What follows belongs to an exercise in optimizing a design on an open flow for small area, a short achievable clock period and few clock cycles per item; a production flow would make more cautious choices.
Only simulation tests tie the RTL to the original design; equivalence was not proved.
Power figures rest on the tool's default switching activity, not on a simulated workload.

==> run.sh <==
#!/bin/bash
# synth_recipe.tcl (not shown) runs the flow's synth.tcl, then flattens the netlist and writes it again
# the make line also repeats each setting of config.mk as NAME=value (left out here)
make -C /OpenROAD-flow-scripts/flow DESIGN_CONFIG=/design/flow/config.mk WORK_HOME=/design/flow/orfs CLKGATE_MAP_FILE= SYNTH_SCRIPT=/design/flow/synth_recipe.tcl finish
==> config.mk <==
export PLATFORM = sky130hd
export DESIGN_NAME = alu_exec_unit
export DESIGN_NICKNAME = alu_exec_unit
export VERILOG_FILES = /design/flow/design.v
export SDC_FILE = /design/flow/constraint.sdc
export NUM_CORES = 4
export LEC_CHECK = 0
export ABC_CLOCK_PERIOD_IN_PS = 3000
export CAP_MARGIN = 20
export CORE_MARGIN = 2
export CORE_UTILIZATION = 30
export SETUP_SLACK_MARGIN = 4.5
export SLEW_MARGIN = 20
==> constraint.sdc <==
create_clock -name core_clock -period 9.0 [get_ports {clk}]
set_input_delay 1.8000 -clock core_clock [delete_from_list [all_inputs] [get_ports {clk}]]
set_output_delay 1.8000 -clock core_clock [all_outputs]
set_load 0.01 [all_outputs]
==> design.v <==
`default_nettype none
package alu_exec_pkg;
    localparam logic [4:0] c_OP_ADD    = 5'd0;
    localparam logic [4:0] c_OP_SUB    = 5'd1;
    localparam logic [4:0] c_OP_XOR    = 5'd2;
    localparam logic [4:0] c_OP_OR     = 5'd3;
    localparam logic [4:0] c_OP_AND    = 5'd4;
    localparam logic [4:0] c_OP_SLL    = 5'd5;
    localparam logic [4:0] c_OP_SRL    = 5'd6;
    localparam logic [4:0] c_OP_SRA    = 5'd7;
    localparam logic [4:0] c_OP_SLT    = 5'd8;
    localparam logic [4:0] c_OP_SLTU   = 5'd9;
    localparam logic [4:0] c_OP_MUL    = 5'd16;
    localparam logic [4:0] c_OP_MULH   = 5'd17;
    localparam logic [4:0] c_OP_MULHSU = 5'd18;
    localparam logic [4:0] c_OP_MULHU  = 5'd19;
    localparam logic [4:0] c_OP_DIV    = 5'd20;
    localparam logic [4:0] c_OP_DIVU   = 5'd21;
    localparam logic [4:0] c_OP_REM    = 5'd22;
    localparam logic [4:0] c_OP_REMU   = 5'd23;
    localparam logic [1:0] c_ALU_OP_ADD    = 2'b00;
    localparam logic [1:0] c_ALU_OP_BRANCH = 2'b01;
    localparam logic [1:0] c_ALU_OP_RTYPE  = 2'b10;
    localparam logic [1:0] c_ALU_OP_ITYPE  = 2'b11;
    localparam logic [6:0] c_FUNCT7_ALT  = 7'd32;
    localparam logic [6:0] c_FUNCT7_MEXT = 7'd1;
    localparam logic [1:0] c_ST_IDLE     = 2'd0;
    localparam logic [1:0] c_ST_MUL      = 2'd1;
    localparam logic [1:0] c_ST_DIV      = 2'd2;
    localparam logic [1:0] c_ST_DONE_DIV = 2'd3;
    function automatic logic is_mul_op(input logic [4:0] op);
        is_mul_op = op[4] && !op[2];
    endfunction
    function automatic logic is_div_op(input logic [4:0] op);
        is_div_op = op[4] && op[2];
    endfunction
endpackage
`default_nettype wire
`default_nettype none
module alu_op_decode
#(
    parameter int M_EXT = 1
) (
    input  logic [1:0] alu_op,
    input  logic [2:0] funct3,
    input  logic [6:0] funct7,
    output logic [4:0] op
);
    logic       w_alt;
    logic [4:0] w_base_op;
    assign w_alt = (funct7 == alu_exec_pkg::c_FUNCT7_ALT);
    always_comb begin
        w_base_op = alu_exec_pkg::c_OP_ADD;
        case (funct3)
            3'd0:    w_base_op = alu_exec_pkg::c_OP_ADD;
            3'd1:    w_base_op = alu_exec_pkg::c_OP_SLL;
            3'd2:    w_base_op = alu_exec_pkg::c_OP_SLT;
            3'd3:    w_base_op = alu_exec_pkg::c_OP_SLTU;
            3'd4:    w_base_op = alu_exec_pkg::c_OP_XOR;
            3'd5:    w_base_op = w_alt ? alu_exec_pkg::c_OP_SRA : alu_exec_pkg::c_OP_SRL;
            3'd6:    w_base_op = alu_exec_pkg::c_OP_OR;
            default: w_base_op = alu_exec_pkg::c_OP_AND;
        endcase
    end
    always_comb begin
        op = alu_exec_pkg::c_OP_ADD;
        case (alu_op)
            alu_exec_pkg::c_ALU_OP_ADD: op = alu_exec_pkg::c_OP_ADD;
            alu_exec_pkg::c_ALU_OP_BRANCH: begin
                case (funct3)
                    3'd4, 3'd5: op = alu_exec_pkg::c_OP_SLT;
                    3'd6, 3'd7: op = alu_exec_pkg::c_OP_SLTU;
                    default:    op = alu_exec_pkg::c_OP_SUB;
                endcase
            end
            alu_exec_pkg::c_ALU_OP_RTYPE: begin
                if ((M_EXT != 0) && (funct7 == alu_exec_pkg::c_FUNCT7_MEXT))
                    op = {2'b10, funct3};
                else if ((funct3 == 3'd0) && w_alt)
                    op = alu_exec_pkg::c_OP_SUB;
                else
                    op = w_base_op;
            end
            default: begin
                op = (funct3 == 3'd0) ? alu_exec_pkg::c_OP_ADD : w_base_op;
            end
        endcase
    end
endmodule
`default_nettype wire
`default_nettype none
module alu_exec_unit
#(
    parameter int XLEN  = 32,
    parameter int M_EXT = 1
) (
    input  logic            clk,
    input  logic            rst,
    input  logic            flush,
    input  logic            in_valid,
    output logic            in_ready,
    input  logic [1:0]      alu_op,
    input  logic [2:0]      funct3,
    input  logic [6:0]      funct7,
    input  logic [XLEN-1:0] op_a,
    input  logic [XLEN-1:0] op_b,
    output logic            out_valid,
    input  logic            out_ready,
    output logic [XLEN-1:0] result,
    output logic            result_zero
);
    generate
        if (XLEN != 32) begin : g_bad_xlen
            $error("alu_exec_unit: only XLEN = 32 is supported");
        end
    endgenerate
    localparam int c_BASE  = 0;    
    localparam int c_ABSA  = 1;    
    localparam int c_ABSB  = 2;    
    localparam int c_LZC   = 3;    
    localparam int c_SHIFT = 4;    
    localparam int c_DITER = 5;    
    localparam int c_MITER = 6;    
    localparam int c_RES   = 7;    
    localparam int c_CORR  = 8;    
    localparam int c_FIN   = 9;    
    localparam int c_NST   = 10;
    logic             r_xv;        
    logic [c_NST-1:0] r_st;
    logic             r_div;       
    logic             r_quot;      
    logic             r_mul0;      
    logic             r_negb;      
    logic             r_fneg;      
    logic             r_ms;        
    logic             r_corr;      
    logic             r_pb;        
    logic             r_sub;       
    logic             r_mfire;     
    logic             r_rsum, r_rxor, r_ror, r_rand, r_rsh, r_rslt, r_rsltu;
    logic             r_sll, r_sra;
    logic [4:0]       r_cnt;
    logic [7:0]       r_ls;        
    logic [7:0]       r_lc;
    logic [31:0]      r_a;
    logic [31:0]      r_b;
    logic [32:0]      r_s;
    logic [32:0]      r_c;
    logic             r_rv;        
    logic [31:0]      r_res;
    logic [4:0] w_op;
    alu_op_decode #(.M_EXT(M_EXT)) u_decode (
        .alu_op (alu_op),
        .funct3 (funct3),
        .funct7 (funct7),
        .op     (w_op)
    );
    wire w_in_m    = w_op[4];
    wire w_in_div  = w_op[4] && w_op[2];
    wire w_in_quot = w_in_div && !w_op[1];
    wire w_a_sgn   = (w_op == alu_exec_pkg::c_OP_MULH) || (w_op == alu_exec_pkg::c_OP_MULHSU) ||
                     (w_op == alu_exec_pkg::c_OP_DIV)  || (w_op == alu_exec_pkg::c_OP_REM);
    wire w_b_sgn   = (w_op == alu_exec_pkg::c_OP_MULH) || (w_op == alu_exec_pkg::c_OP_DIV) ||
                     (w_op == alu_exec_pkg::c_OP_REM);
    wire w_in_nega = w_a_sgn && op_a[31];
    wire w_in_negb = w_b_sgn && op_b[31];
    function automatic logic [6:0] adder_ctl(input logic [c_NST-1:0] st, input logic quot,
                                             input logic div, input logic fneg,
                                             input logic sub, input logic cy);
        logic sels, selc, inva, za, invb, zb, ci;
        sels = st[c_RES];
        selc = st[c_RES] || st[c_CORR] || (st[c_FIN] && quot);
        inva = st[c_ABSA] || (st[c_FIN] && div && !quot && fneg);
        za   = st[c_ABSB] || (st[c_FIN] && !(div && !quot));
        invb = (sub && st[c_BASE]) || st[c_ABSB] || st[c_LZC] || st[c_DITER] ||
               (st[c_FIN] && quot && fneg);
        zb   = st[c_ABSA] || (st[c_FIN] && div && !quot);
        ci   = (sub && st[c_BASE]) || st[c_ABSA] || st[c_ABSB] || st[c_LZC] || st[c_DITER] ||
               (st[c_FIN] && fneg) || (st[c_RES] && cy);
        adder_ctl = {sels, selc, inva, za, invb, zb, ci};
    endfunction
    logic [6:0] r_actl;
    wire a_sels = r_actl[6];
    wire a_selc = r_actl[5];
    wire a_inva = r_actl[4];
    wire a_za   = r_actl[3];
    wire a_invb = r_actl[2];
    wire a_zb   = r_actl[1];
    wire a_ci   = r_actl[0] || (r_st[c_RES] && w_low[8]);
    wire [31:0] w_xa  = ((a_sels ? r_s[31:0] : r_a) ^ {32{a_inva}}) & {32{!a_za}};
    wire [31:0] w_xb  = ((a_selc ? r_c[31:0] : r_b) ^ {32{a_invb}}) & {32{!a_zb}};
    wire [32:0] w_sum = {1'b0, w_xa} + {1'b0, w_xb} + {32'd0, a_ci};
    function automatic logic [31:0] rev32(input logic [31:0] x);
        rev32 = {x[0], x[1], x[2], x[3], x[4], x[5], x[6], x[7],
                 x[8], x[9], x[10], x[11], x[12], x[13], x[14], x[15],
                 x[16], x[17], x[18], x[19], x[20], x[21], x[22], x[23],
                 x[24], x[25], x[26], x[27], x[28], x[29], x[30], x[31]};
    endfunction
    wire         w_sh_align = r_st[c_SHIFT];
    wire         w_sh_left  = w_sh_align || r_sll;
    wire [31:0]  w_sh_data  = w_sh_align ? r_b : r_a;
    wire [4:0]   w_sh_amt   = w_sh_align ? r_cnt : r_b[4:0];
    wire [31:0]  w_sh_in    = w_sh_left ? rev32(w_sh_data) : w_sh_data;
    wire         w_sh_fill  = r_sra && w_sh_data[31];
    wire [32:0]  w_sh_wide  = $signed({w_sh_fill, w_sh_in}) >>> w_sh_amt;
    wire [31:0]  w_sh_out   = w_sh_left ? rev32(w_sh_wide[31:0]) : w_sh_wide[31:0];
    wire w_lt  = (r_a[31] ^ r_b[31]) ? r_a[31] : w_sum[31];
    wire w_ltu = !w_sum[32];
    wire [31:0] w_xres = ({32{r_rsum}} & w_sum[31:0]) |
                         ({32{r_rxor}} & (r_a ^ r_b)) |
                         ({32{r_ror}}  & (r_a | r_b)) |
                         ({32{r_rand}} & (r_a & r_b)) |
                         ({32{r_rsh}}  & w_sh_out) |
                         ({32{r_mfire}} & {w_low[7:0], r_b[31:8]}) |
                         {31'd0, (r_rslt && w_lt) || (r_rsltu && w_ltu)};
    function automatic logic [81:0] csa41(input logic [40:0] x, input logic [40:0] y,
                                          input logic [40:0] z);
        logic [40:0] s, c;
        s = x ^ y ^ z;
        c = (x & y) | (x & z) | (y & z);
        csa41 = {c[39:0], 1'b0, s};
    endfunction
    wire [33:0] w_m1 = {r_ms, r_ms, r_a};
    wire [33:0] w_m2 = {r_ms, r_a, 1'b0};
    logic [34:0] w_pp [4];
    always_comb begin
        for (int j = 0; j < 4; j++) begin
            logic        b1, b0, bm, one, two;
            logic [33:0] y;
            b1  = r_b[2*j+1];
            b0  = r_b[2*j];
            bm  = (j == 0) ? r_pb : r_b[2*j-1];
            one = b0 ^ bm;
            two = (b1 && !b0 && !bm) || (!b1 && b0 && bm);
            y   = (({34{one}} & w_m1) | ({34{two}} & w_m2)) ^ {34{b1}};
            w_pp[j] = {{1'b0, !y[33], y[32]} + 3'd1, y[31:0]};
        end
    end
    wire [40:0] w_r0 = {6'd0, w_pp[0]};
    wire [8:0]  w_low = {1'b0, r_ls} + {1'b0, r_lc};
    wire [40:0] w_r1 = {4'd0, w_pp[1], 1'b0, w_low[8]};
    wire [40:0] w_r2 = {2'd0, w_pp[2], 4'd0};
    wire [40:0] w_r3 = {w_pp[3], 6'd0};
    wire [81:0] w_l1a = csa41({8'd0, r_s}, {8'd0, r_c}, w_r0);
    wire [81:0] w_l1b = csa41(w_r1, w_r2, w_r3);
    wire [81:0] w_l2  = csa41(w_l1a[40:0], w_l1a[81:41], w_l1b[40:0]);
    wire [81:0] w_l3  = csa41(w_l2[40:0], w_l2[81:41], w_l1b[81:41]);
    logic [31:0] w_nb;
    always_comb begin
        for (int j = 0; j < 16; j++) begin
            w_nb[2*j]   = op_b[2*j+1];
            w_nb[2*j+1] = 1'b0;
        end
    end
    function automatic logic [5:0] clz32(input logic [31:0] x);
        logic [15:0] z1;
        logic [15:0] c1;
        logic [7:0]  z2;
        logic [15:0] c2;
        logic [3:0]  z3;
        logic [11:0] c3;
        logic [1:0]  z4;
        logic [7:0]  c4;
        for (int i = 0; i < 16; i++) begin
            z1[i] = !(x[2*i+1] || x[2*i]);
            c1[i] = !x[2*i+1];
        end
        for (int i = 0; i < 8; i++) begin
            z2[i]         = z1[2*i+1] && z1[2*i];
            c2[2*i +: 2]  = z1[2*i+1] ? {1'b1, c1[2*i]} : {1'b0, c1[2*i+1]};
        end
        for (int i = 0; i < 4; i++) begin
            z3[i]         = z2[2*i+1] && z2[2*i];
            c3[3*i +: 3]  = z2[2*i+1] ? {1'b1, c2[4*i +: 2]} : {1'b0, c2[4*i+2 +: 2]};
        end
        for (int i = 0; i < 2; i++) begin
            z4[i]         = z3[2*i+1] && z3[2*i];
            c4[4*i +: 4]  = z3[2*i+1] ? {1'b1, c3[6*i +: 3]} : {1'b0, c3[6*i+3 +: 3]};
        end
        if (z4[1] && z4[0]) clz32 = 6'd32;
        else                clz32 = z4[1] ? {2'b01, c4[3:0]} : {2'b00, c4[7:4]};
    endfunction
    wire [5:0] w_clz_a = clz32(r_a);
    wire [5:0] w_clz_b = clz32(r_b);
    wire       w_bz    = (r_b == 32'd0);
    wire       w_altb  = !w_sum[32];       
    wire [5:0] w_lzd   = w_clz_b - w_clz_a;
    wire w_pop    = r_rv && out_ready;
    wire w_can    = !r_rv || out_ready;
    wire w_x_fin  = r_st[c_BASE] || r_st[c_FIN] || r_st[c_CORR] || (r_st[c_RES] && !r_corr);
    wire w_x_fire = r_xv && w_x_fin && w_can;
    wire w_rdy    = !rst && (!r_xv || (w_x_fin && w_can));
    wire w_load   = in_valid && w_rdy;
    wire w_step   = r_xv && !w_x_fin;
    logic             n_xv;
    logic [c_NST-1:0] n_st;
    logic             n_div, n_quot, n_mul0, n_negb, n_fneg, n_sub, n_ms, n_corr, n_pb;
    logic             n_rsum, n_rxor, n_ror, n_rand, n_rsh, n_rslt, n_rsltu, n_sll, n_sra;
    logic [4:0]       n_cnt;
    logic [7:0]       n_ls, n_lc;
    logic [31:0]      n_a, n_b;
    logic [32:0]      n_s, n_c;
    logic             n_rv;
    logic [31:0]      n_res;
    always_comb begin
        n_st    = r_st;
        n_div   = r_div;
        n_quot  = r_quot;
        n_mul0  = r_mul0;
        n_negb  = r_negb;
        n_fneg  = r_fneg;
        n_sub   = r_sub;
        n_ms    = r_ms;
        n_corr  = r_corr;
        n_pb    = r_pb;
        n_rsum  = r_rsum;
        n_rxor  = r_rxor;
        n_ror   = r_ror;
        n_rand  = r_rand;
        n_rsh   = r_rsh;
        n_rslt  = r_rslt;
        n_rsltu = r_rsltu;
        n_sll   = r_sll;
        n_sra   = r_sra;
        n_cnt   = r_cnt;
        n_ls    = r_ls;
        n_lc    = r_lc;
        n_a     = r_a;
        n_b     = r_b;
        n_s     = r_s;
        n_c     = r_c;
        if (w_load) begin
            n_a     = op_a;
            n_b     = op_b;
            n_s     = {1'b1, w_nb};
            n_c     = 33'd0;
            n_ls    = 8'd0;
            n_lc    = 8'd0;
            n_pb    = 1'b0;
            n_cnt   = 5'd3;
            n_ms    = w_in_nega;
            n_corr  = w_in_m && !w_in_div && w_op[1] && op_b[31];
            n_div   = w_in_div;
            n_quot  = w_in_quot;
            n_mul0  = (w_op == alu_exec_pkg::c_OP_MUL);
            n_negb  = w_in_negb;
            n_fneg  = w_in_quot ? (w_in_nega ^ w_in_negb) : w_in_nega;
            n_sub   = (w_op == alu_exec_pkg::c_OP_SUB) || (w_op == alu_exec_pkg::c_OP_SLT) ||
                      (w_op == alu_exec_pkg::c_OP_SLTU);
            n_rsum  = (w_in_m && (w_op != alu_exec_pkg::c_OP_MUL)) || (w_op == alu_exec_pkg::c_OP_ADD) || (w_op == alu_exec_pkg::c_OP_SUB);
            n_rxor  = (w_op == alu_exec_pkg::c_OP_XOR);
            n_ror   = (w_op == alu_exec_pkg::c_OP_OR);
            n_rand  = (w_op == alu_exec_pkg::c_OP_AND);
            n_rsh   = (w_op == alu_exec_pkg::c_OP_SLL) || (w_op == alu_exec_pkg::c_OP_SRL) ||
                      (w_op == alu_exec_pkg::c_OP_SRA);
            n_rslt  = (w_op == alu_exec_pkg::c_OP_SLT);
            n_rsltu = (w_op == alu_exec_pkg::c_OP_SLTU);
            n_sll   = (w_op == alu_exec_pkg::c_OP_SLL);
            n_sra   = (w_op == alu_exec_pkg::c_OP_SRA);
            n_st    = '0;
            if (!w_in_m)        n_st[c_BASE]  = 1'b1;
            else if (!w_in_div) n_st[c_MITER] = 1'b1;
            else if (w_in_nega) n_st[c_ABSA]  = 1'b1;
            else if (w_in_negb) n_st[c_ABSB]  = 1'b1;
            else                n_st[c_LZC]   = 1'b1;
        end else if (w_step) begin
            n_st = '0;
            if (r_st[c_ABSA]) begin
                n_a = w_sum[31:0];
                if (r_negb) n_st[c_ABSB] = 1'b1;
                else        n_st[c_LZC]  = 1'b1;
            end
            if (r_st[c_ABSB]) begin
                n_b = w_sum[31:0];
                n_st[c_LZC] = 1'b1;
            end
            if (r_st[c_LZC]) begin
                n_c   = {33{w_bz}};                
                n_cnt = w_lzd[4:0];
                if (w_bz && r_quot) n_fneg = 1'b0;
                if (w_bz || w_altb) n_st[c_FIN]   = 1'b1;    
                else                n_st[c_SHIFT] = 1'b1;
            end
            if (r_st[c_SHIFT]) begin
                n_b = w_sh_out;
                n_st[c_DITER] = 1'b1;
            end
            if (r_st[c_DITER]) begin
                if (w_sum[32]) n_a = w_sum[31:0];
                n_c   = {1'b0, r_c[30:0], w_sum[32]};
                n_b   = {1'b0, r_b[31:1]};
                n_cnt = r_cnt - 5'd1;
                if (r_cnt == 5'd0) n_st[c_FIN]   = 1'b1;
                else               n_st[c_DITER] = 1'b1;
            end
            if (r_st[c_MITER]) begin
                n_s   = w_l3[40:8];
                n_c   = w_l3[81:49];
                n_ls  = w_l3[7:0];
                n_lc  = w_l3[48:41];
                n_pb  = r_b[7];
                n_b   = {w_low[7:0], r_b[31:8]};
                n_cnt = r_cnt - 5'd1;
                if (r_cnt != 5'd0) n_st[c_MITER] = 1'b1;
                else if (r_mul0)   n_st[c_FIN]   = 1'b1;
                else               n_st[c_RES]   = 1'b1;
            end
            if (r_st[c_RES]) begin
                n_c = {1'b0, w_sum[31:0]};
                n_st[c_CORR] = 1'b1;
            end
        end
        if (flush)         n_xv = 1'b0;
        else if (w_load)   n_xv = 1'b1;
        else if (w_x_fire) n_xv = 1'b0;
        else               n_xv = r_xv;
        n_rv  = r_rv;
        n_res = r_res;
        if (flush) begin
            n_rv = 1'b0;
        end else if (w_x_fire) begin
            n_res = w_xres;
            n_rv  = 1'b1;
        end else if (w_pop) begin
            n_rv = 1'b0;
        end
    end
    always_ff @(posedge clk or posedge rst) begin
        if (rst) begin
            r_xv  <= 1'b0;
            r_rv  <= 1'b0;
        end else begin
            r_xv  <= n_xv;
            r_rv  <= n_rv;
        end
    end
    always_ff @(posedge clk) begin
        r_st    <= n_st;
        r_div   <= n_div;
        r_quot  <= n_quot;
        r_mul0  <= n_mul0;
        r_negb  <= n_negb;
        r_fneg  <= n_fneg;
        r_sub   <= n_sub;
        r_ms    <= n_ms;
        r_corr  <= n_corr;
        r_pb    <= n_pb;
        r_rsum  <= n_rsum;
        r_mfire <= n_st[c_FIN] && n_mul0;
        r_rxor  <= n_rxor;
        r_ror   <= n_ror;
        r_rand  <= n_rand;
        r_rsh   <= n_rsh;
        r_rslt  <= n_rslt;
        r_rsltu <= n_rsltu;
        r_sll   <= n_sll;
        r_sra   <= n_sra;
        r_cnt   <= n_cnt;
        r_actl  <= adder_ctl(n_st, n_quot, n_div, n_fneg, n_sub, 1'b0);
        r_ls    <= n_ls;
        r_lc    <= n_lc;
        r_a     <= n_a;
        r_b     <= n_b;
        r_s     <= n_s;
        r_c     <= n_c;
        r_res   <= n_res;
    end
    assign in_ready    = w_rdy;
    assign out_valid   = r_rv;
    assign result      = r_res;
    assign result_zero = (r_res == 32'd0);
endmodule
`default_nettype wire
==> run summary <==
[cell usage in the layout (no fill, tap or decap), types with 28 or more instances in the layout]
master / n
a221oi_1: 35
o211ai_1: 98
a211oi_1: 96
nor3_1: 52
nand2b_1: 32
xor2_1: 71
clkdlybuf4s50_1: 104
mux2_2: 43
nand3_1: 41
nor2_1: 293
edfxtp_1: 125
dfxtp_1: 83
inv_1: 234
nor4_1: 30
a21oi_1: 321
ha_1: 123
mux2i_1: 138
o21ai_0: 291
nand2_1: 346
fa_1: 128
buf_4: 121
o22ai_1: 52
a22oi_1: 142
clkbuf_16: 28
[cell usage after synthesis (all sizes together), types with 44 or more instances]
cell type / n
mux2i: 143
o21ai: 319
xor2: 78
o22ai: 52
a211oi: 116
nor2: 300
edfxtp: 125
nor3: 56
a21oi: 326
nand3: 44
ha: 128
a22oi: 142
inv: 240
buf: 95
fa: 131
o211ai: 99
clkbuf: 259
mux2: 45
dfxtp: 91
nand2: 353
[repair_timing]
| action | CTS | global route |
|---|---|---|
| setup endpoints to repair | 166 | 110 |
| resized for setup | 72 | 59 |
| hold buffers | 0 | 0 |
| buffers inserted | 9 | 20 |
| pin swaps | 10 | 25 |
| cloned | 1 | 1 |
[metrics by stage]
stage          instance area [um^2]  hold WS (ns)  instances  setup WS (ns)
6_report                      32100         0.459       4823           4.34
3_5_place_dp                  30300         0.451       4737           3.38
3_3_place_gp                  30300         0.446       4737           3.41
2_1_floorplan                 28200         0.431       3615           4.39
5_1_grt                       32100         0.480       4821           4.41
4_1_cts                       31700         0.461       4799           4.50
[worst paths after layout]
check / from / endpoint / slack (ns)
worst max-delay path: r_actl[5] / r_res[22] / 4.34
worst min-delay path: r_div / r_div / 0.46
worst max register to register: r_actl[5] / r_res[22] / 4.34
worst min register to register: r_div / r_div / 0.46
max in group asynchronous: rst / r_xv / 7.47
min in group asynchronous: rst / r_rv / 1.42
[sequential cells by signal, summed over array words and instances, names as in the netlist, 5 cells and up]
| register | count |
|---|---|
| r_c | 33 |
| r_s | 33 |
| r_a | 32 |
| r_b | 32 |
| r_res | 32 |
| r_st | 10 |
| r_ls | 8 |
| r_actl | 6 |
| r_lc | 6 |
| r_cnt | 5 |
[layer usage]
metal	GRT usage [%]	vias to the layer above
met5	0	-
met4	17.1	4
met3	6.90	519
met2	42.3	2302
met1	37.8	14900
li1	-	13100
[cell families (layout without fill, tap and decap cells)]
group,after synthesis,count (layout),share of synthesized area [%]
flip-flops,218,218,20.0
adder cells (fa/ha/maj),261,261,15.1
multiplexers,203,203,8.17
AND/OR/NAND/NOR,894,895,13.9
AO/OA/AOI/OAI,1342,1342,31.3
other,0,3,0
buffers and inverters,597,547,8.48
XOR/XNOR,100,100,3.11
[tightest hold or removal path: stages, from the launching register on]
cell and delay, ns:
dfxtp_1 0.31, nand2_1 0.05, nand2_1 0.05
[power by group through the flow]
| stage | sequential, mW | combinational [mW] | clock, mW |
|---|---|---|---|
| finish | 1.21 | 3.35 | 1.22 |
| global route | 1.21 | 3.59 | 1.25 |
| CTS | 1.20 | 3.19 | 1.22 |
| detailed placement | 1.23 | 3.11 | 0 |
| global placement | 1.23 | 3.11 | 0 |
| floorplan | 1.18 | 1.99 | 0 |
[layout make-up]
type | instances | area [um^2]
clock buffers | 33 | 729
diodes | 3 | 7.51
inverters | 243 | 922
fillers | 9741 | 61100
flip-flops and latches | 218 | 5640
well taps | 1254 | 1570
multi-input cells | 2801 | 20700
repair buffers | 252 | 2310
clock inverters | 19 | 228
==> flow_summary.yaml <==
timing:
  timing.clock.skew_ns: 0.0416
  finalHoldViolations: 0
  layout_min_cycle_time_ns: 4.66
  maxClockFrequency_mhz: 214
  final.period_utilization_pct: 51.8
  pins_over_slew_limit: 0
  rsz_0062_raised_after_global_routing: "yes"
  setup_tns_ns: 0
  relSlewSlack_pct: 5.06
  worst_pin_slew_ns: 1.39
  setup_viol: 0
grt:
  grt.overflow.total: 0
  grt_start_max_net_pins: 98
  antenna_found_initial: 7
  number_of_global_route_vias_before_repair: 27700
  globalRouteTotalUtil_pct: 28.7
  grt_first_pass_wirelength_um: 206000
worst_setup_path:
  critical-path-top-delay-family: "compound AO/OA/AOI/OAI gates"
  worst-endpoint-required_ns: 9.36
  max_stage_delay_ns: 1.14
  cp.arrival_ns: 5.03
  crit_path_start_kind: "flip-flop"
  cp_max_fo: 32
  cells_on_worst_reg2reg_path: 10
  cp_num_cells: 10
  number_of_buffers_and_inverters_on_the_critical_path: 1
  worstSetupEndpointType: "flip-flop"
  crit_path_slowest_cell: "a2111oi_0"
  crit_type: "flip-flop to flip-flop"
  cp_cell_sequence: "buf_6 > mux2i_1 > xor2_1 > nor2_1 > ha_1 > and3_1 > a2111oi_0 > nand3_1 > a21oi_2 > o31ai_1"
pwr:
  power_frac_clock_pct: 21.1
  switching_share_pct: 48.3
  power.density_mw_per_mm2: 180
  intPower_mw: 2.99
  power.switching_mw: 2.79
  vdd_ir_drop_max_uv: 126
  total_power_mw: 5.79
  pwr-share-comb_pct: 57.9
  seq_power_share_pct: 21.0
  power_leakage_nw: 12.1
layout:
  postLayoutCoreUtil_pct: 34.4
  area_growth_syn_to_layout_pct: 13.9
  drive_above_1_share_pct: 10.9
  nets: 3884
floorplanning:
  design.die.area_mm2: 0.0964
  initial_utilization_pct: 30.2
  chipWidth_um: 311
  coreArea_mm2: 0.0932
  die-height_um: 311
  fp-row-count: 112
  pin_count: 116
clock_network:
  worst_setup_hold_path_clk_slew_ns: 0.07
  cts_inserted_buffers: 28
  tritoncts: "done"
  root_buffer: "clkbuf_16"
  cts-root-to-sink-buffers: 3
  cts_h_tree_lvls: 1
  clk_sinks: 218
  worst_skew_pair.late_latency_ns: 0.63
place:
  dp.final_hpwl_um: 106000
  port_buffers: 115
  gp_congestion: 1.03
logic_synthesis:
  synth_ff_type: "edfxtp_1"
  synth-seq-area-share_pct: 20.0
  avgSynthCellArea_um2: 7.80
  ys_seq_elements: 218
  synth_nets: 3955
  ys_types: 95
  yosys-top-cells-area: "edfxtp_1 (13%), fa_1 (9.3%), dfxtp_1 (6.5%), a21oi_1 (5.8%), ha_1 (5.7%)"
  synth_edf_count: 125
  area_share_of_the_leading_cell_type_in_the_synthesized_netlist_pct: 13.3
  yosys_warnings: 3
  synth_area_leader: "edfxtp_1"
  synth_async_sr_flop_share_pct: 0.917
  synthCells: 3615
  synthesis.area_mm2: 0.0282
route:
  detailroute.wirelength.met3_um: 17500
  met1_length_um: 55800
  wl_per_cell_um: 30.1
  vias: 30800
  dr.first_iter.drc_count: 4763
  detail_route.drc_violations: 0
  top_layer_used: "met5"
  drt_pass_1_iters: 7
  ant_nets: 0
  met2_length_um: 61200
  post_drt_via_cell_ratio: 6.38
  detail_route.wirelength_um: 145000
job:
  timing.max_cap.violations: 0
hold_path:
  worstHoldPathType: "flip-flop to flip-flop"
  worstHoldPathCells: 2
status:
  outcome: "no timing/DRC/antenna violations"
Testbench counts, summed over its fixed seeds: cycles 25,256, items 9,600.

## port drivers added, routing unchanged
The flow's constraints put no driver on any port. The routed layout listed below was extracted and timed again, unchanged, in two steps. Step 1 assumes that a clkbuf_16 drives the clock port and a buf_2 every other input. Step 2 adds t to the input delays and takes it off the output delays; t is the mean of the earliest and latest rising clock arrival at the registers after step 1. Input paths then give back, and output paths get back, about the clock's delay inside the block. a / b / c = ideal / step 1 / step 2; a / b = the first two.
t (ns): 0.671
slack for setup (ns): 4.336 / 4.336 / 3.969
worst hold slack (ns): 0.459 / 0.459 / 0.459
After both steps setup and hold are still met in this run. The setup slack of this run moves by 0.000 ns with the drivers and by -0.367 ns with both steps.
